This design comes from an exercise in tuning for small area, a short achievable clock period and few clock cycles on the open sky130 flow, not from production work.

==> flow/design.v (excerpt) <==
module mdu_seq #(
    parameter int XLEN = 64
) (
    input  logic            clk,
    input  logic            rst_n,
    input  logic            req_valid,
    output logic            req_ready,
    input  logic [4:0]      req_op,
    input  logic            req_word,
    input  logic [XLEN-1:0] req_src1,
    input  logic [XLEN-1:0] req_src2,
    input  logic [4:0]      req_rd,
    input  logic            flush,
    output logic            resp_valid,
    input  logic            resp_ready,
    output logic [XLEN-1:0] resp_data,
    output logic [4:0]      resp_rd,
    output logic            busy
);
Size: roughly 3500 cells after synthesis, roughly 230 flip-flops, ~220 I/O pins, ~0.028 sq mm of cells after synthesis.
make LEC_CHECK=0 CAP_MARGIN=20 CORE_MARGIN=2 CORE_UTILIZATION=40 SETUP_SLACK_MARGIN=1.5 SLEW_MARGIN=20 finish   # period 6.0 ns
run.sh (not shown) runs the stock make flow with config.mk's settings and CLKGATE_MAP_FILE= SYNTH_SCRIPT=/design/flow/synth_recipe.tcl, a recipe that flattens the netlist after the stock synthesis.
Then changed:
--- a/flow/design.v
+++ b/flow/design.v
@@ -114,15 +114,15 @@
     logic        fix_q;      
     logic [65:0] r0_q;       
     logic [64:0] r1_q;       
     logic [63:0] r2_q;       
     logic        pp1_q;      
     logic        pp2_q;      
     logic        ppn_q;      
-    logic [5:0]  cnt_q;      
+    logic [6:0]  cnt_q;      
     logic        last_q;     
     logic        first_q;    
     logic        triv_q;     
     logic        bz_q;       
     logic        swap_q;     
     logic        mul_q;
     logic        rem_q;
@@ -205,17 +205,19 @@
         bt_swap = {r1_q[0],
                    r1_q[1] & ~r1_q[0],
                    r1_q[1] ^ msgn};
         bt_it   = {r2_q[2] ^ r2_q[1],
                    (r2_q[3] & ~r2_q[2] & ~r2_q[1]) | (~r2_q[3] & r2_q[2] & r2_q[1]),
                    (r2_q[3] & ~(r2_q[2] & r2_q[1])) ^ msgn};
     end
+    logic [5:0]  n_kc;
     logic [64:0] n_d;
     always_comb begin
-        n_d  = {1'b0, r2_q} << cnt_q;
+        n_kc = mul_q ? 6'd0 : (cnt_q[6] ? 6'd63 : cnt_q[5:0]);
+        n_d  = {1'b0, r2_q} << n_kc;
     end
     logic [65:0] add_a;
     logic [65:0] add_b;
     logic [65:0] sum;
     logic        qbit;
     logic        sel1, sel2, seln;
     always_comb begin
@@ -226,19 +228,17 @@
         add_b = ({66{sel1}} & {1'b0, r1_q}) | ({66{sel2}} & {r1_q, 1'b0});
         add_b = add_b ^ {66{seln}};
     end
     mdu_add #(.W(66)) u_add (.a(add_a), .b(add_b), .ci(seln | fix_q), .s(sum));
     assign qbit = ~sum[65];
     logic [63:0] tr_res;
     logic        tr_neg;
-    logic [65:0] fin_res;
     always_comb begin
         tr_res  = inv_q ? 64'd0 : (rem_q ? r1_q[63:0] : (bz_q ? 64'hFFFF_FFFF_FFFF_FFFF : 64'd0));
         tr_neg  = 1'b0;
-        fin_res = r0_q[65] ? sum : r0_q;
     end
     logic        do_triv;    
     logic        do_algn;    
     logic        it_go;      
     logic        fin_res_go;
     logic        res_new;    
     logic        res_neg;
@@ -299,18 +299,19 @@
             r1_q    <= {1'b0, in_ext1};
             r2_q    <= in_m2;
             {pp1_q, pp2_q, ppn_q} <= in_mul ? bt_in : {2'b10, in_s1};
             first_q <= 1'b1;
             triv_q  <= in_triv;
             swap_q  <= in_swap;
             bz_q    <= in_bz;
-            cnt_q   <= in_mul ? 6'd0 : (in_k[6] ? 6'd63 : in_k[5:0]);
+            cnt_q   <= in_k[6:0];
             last_q  <= in_mul ? in_m2_small : (in_lz2 == in_lz1e);
         end else if (do_algn) begin
             r1_q    <= n_d;
+            cnt_q   <= {1'b0, n_kc};
             if (mul_q) begin
                 r2_q   <= r1_q[63:0];
                 last_q <= (r1_q[63:1] == 63'd0) | (r1_q[63:1] == 63'h7FFF_FFFF_FFFF_FFFF);
                 {pp1_q, pp2_q, ppn_q} <= bt_swap;
             end else begin
                 r2_q    <= 64'd0;
                 first_q <= 1'b0;
@@ -323,25 +324,27 @@
                 r2_q    <= {{2{r2_q[63]}}, r2_q[63:2]};
                 last_q  <= (r2_q[63:3] == 61'd0) | (r2_q[63:3] == 61'h1FFF_FFFF_FFFF_FFFF);
                 {pp1_q, pp2_q, ppn_q} <= bt_it;
             end else begin
                 if (!last_q) r1_q <= {1'b0, r1_q[64:1]};
                 r2_q    <= {r2_q[62:0], qbit};
                 ppn_q   <= qbit;
-                cnt_q   <= cnt_q - 6'd1;
-                last_q  <= (cnt_q == 6'd1);
+                cnt_q   <= cnt_q - 7'd1;
+                last_q  <= (cnt_q == 7'd1);
             end
         end
     end
+    logic        r0_en, r0_sum, r0_quo, r0_mask;
+    logic [65:0] r0_oth;
+    always_comb begin
+        r0_en   = do_triv | (do_algn & ~mul_q) | it_go | (state_q == FIN) | fix_q;
+        r0_quo  = st_iter & ~mul_q & last_q & ~rem_q;
+        r0_mask = (st_algn & ~triv_q & ~mul_q) | fix_q;      
+        r0_sum  = r0_mask | (st_iter & ~r0_quo) | ((state_q == FIN) & r0_q[65]);
+        r0_oth  = (st_algn & triv_q) ? {2'b00, tr_res} :
+                  (r0_quo ? {2'b00, r2_q[62:0], qbit} : r0_q);
+    end
     always_ff @(posedge clk) begin
-        if (do_triv)
-            r0_q <= {2'b00, tr_res};
-        else if (do_algn && !mul_q)
-            r0_q <= {2'b00, sum[63:0]};      
-        else if (it_go)
-            r0_q <= (!mul_q && last_q && !rem_q) ? {2'b00, r2_q[62:0], qbit} : sum;
-        else if (state_q == FIN)
-            r0_q <= fin_res;
-        else if (fix_q)
-            r0_q <= {2'b00, sum[63:0]};
+        if (r0_en)
+            r0_q <= r0_sum ? {sum[65:64] & {2{~r0_mask}}, sum[63:0]} : r0_oth;
     end
 endmodule
Effect: The changed run finished clean; utilization fell by 0.38 points; design area rose by about 1.1%; clock-buffer cell count fell by 4; wire length rose by about 1.8%; synthesized area rose by 1.5%; critical path depth rose by 2; worst setup slack is better by 180 ps.
No functional check of the RTL was part of any run of this note.

[what the ideal ports hide]
The flow's constraints put no driver on any port. The routed layouts listed below were extracted and timed again, unchanged, in two steps. Step 1 sets driving cells, clkbuf_16 on the clock port and buf_2 on the other inputs (assumed; they add their load-dependent delay and slew). Step 2 adds t to the input delays and takes it off the output delays; t is the mean of the earliest and latest rising clock arrival at the registers after step 1. Input paths then give back, and output paths get back, about the clock's delay inside the block. a / b / c = ideal / step 1 / step 2; a / b = the first two.
run	shift t [ns]	setup WS [ns]	hold WS [ns]	worst setup path at the end
the first run	0.667	1.186 / 1.220 / 0.553	0.419 / 0.419 / 0.419	input to register
the second run	0.641	1.367 / 1.372 / 0.731	0.421 / 0.421 / 0.421	input to register
After both steps setup and hold are still met in every run listed. For the second run, which loses most, drivers alone change the setup slack by +0.005 ns; drivers and shift together by -0.636 ns.
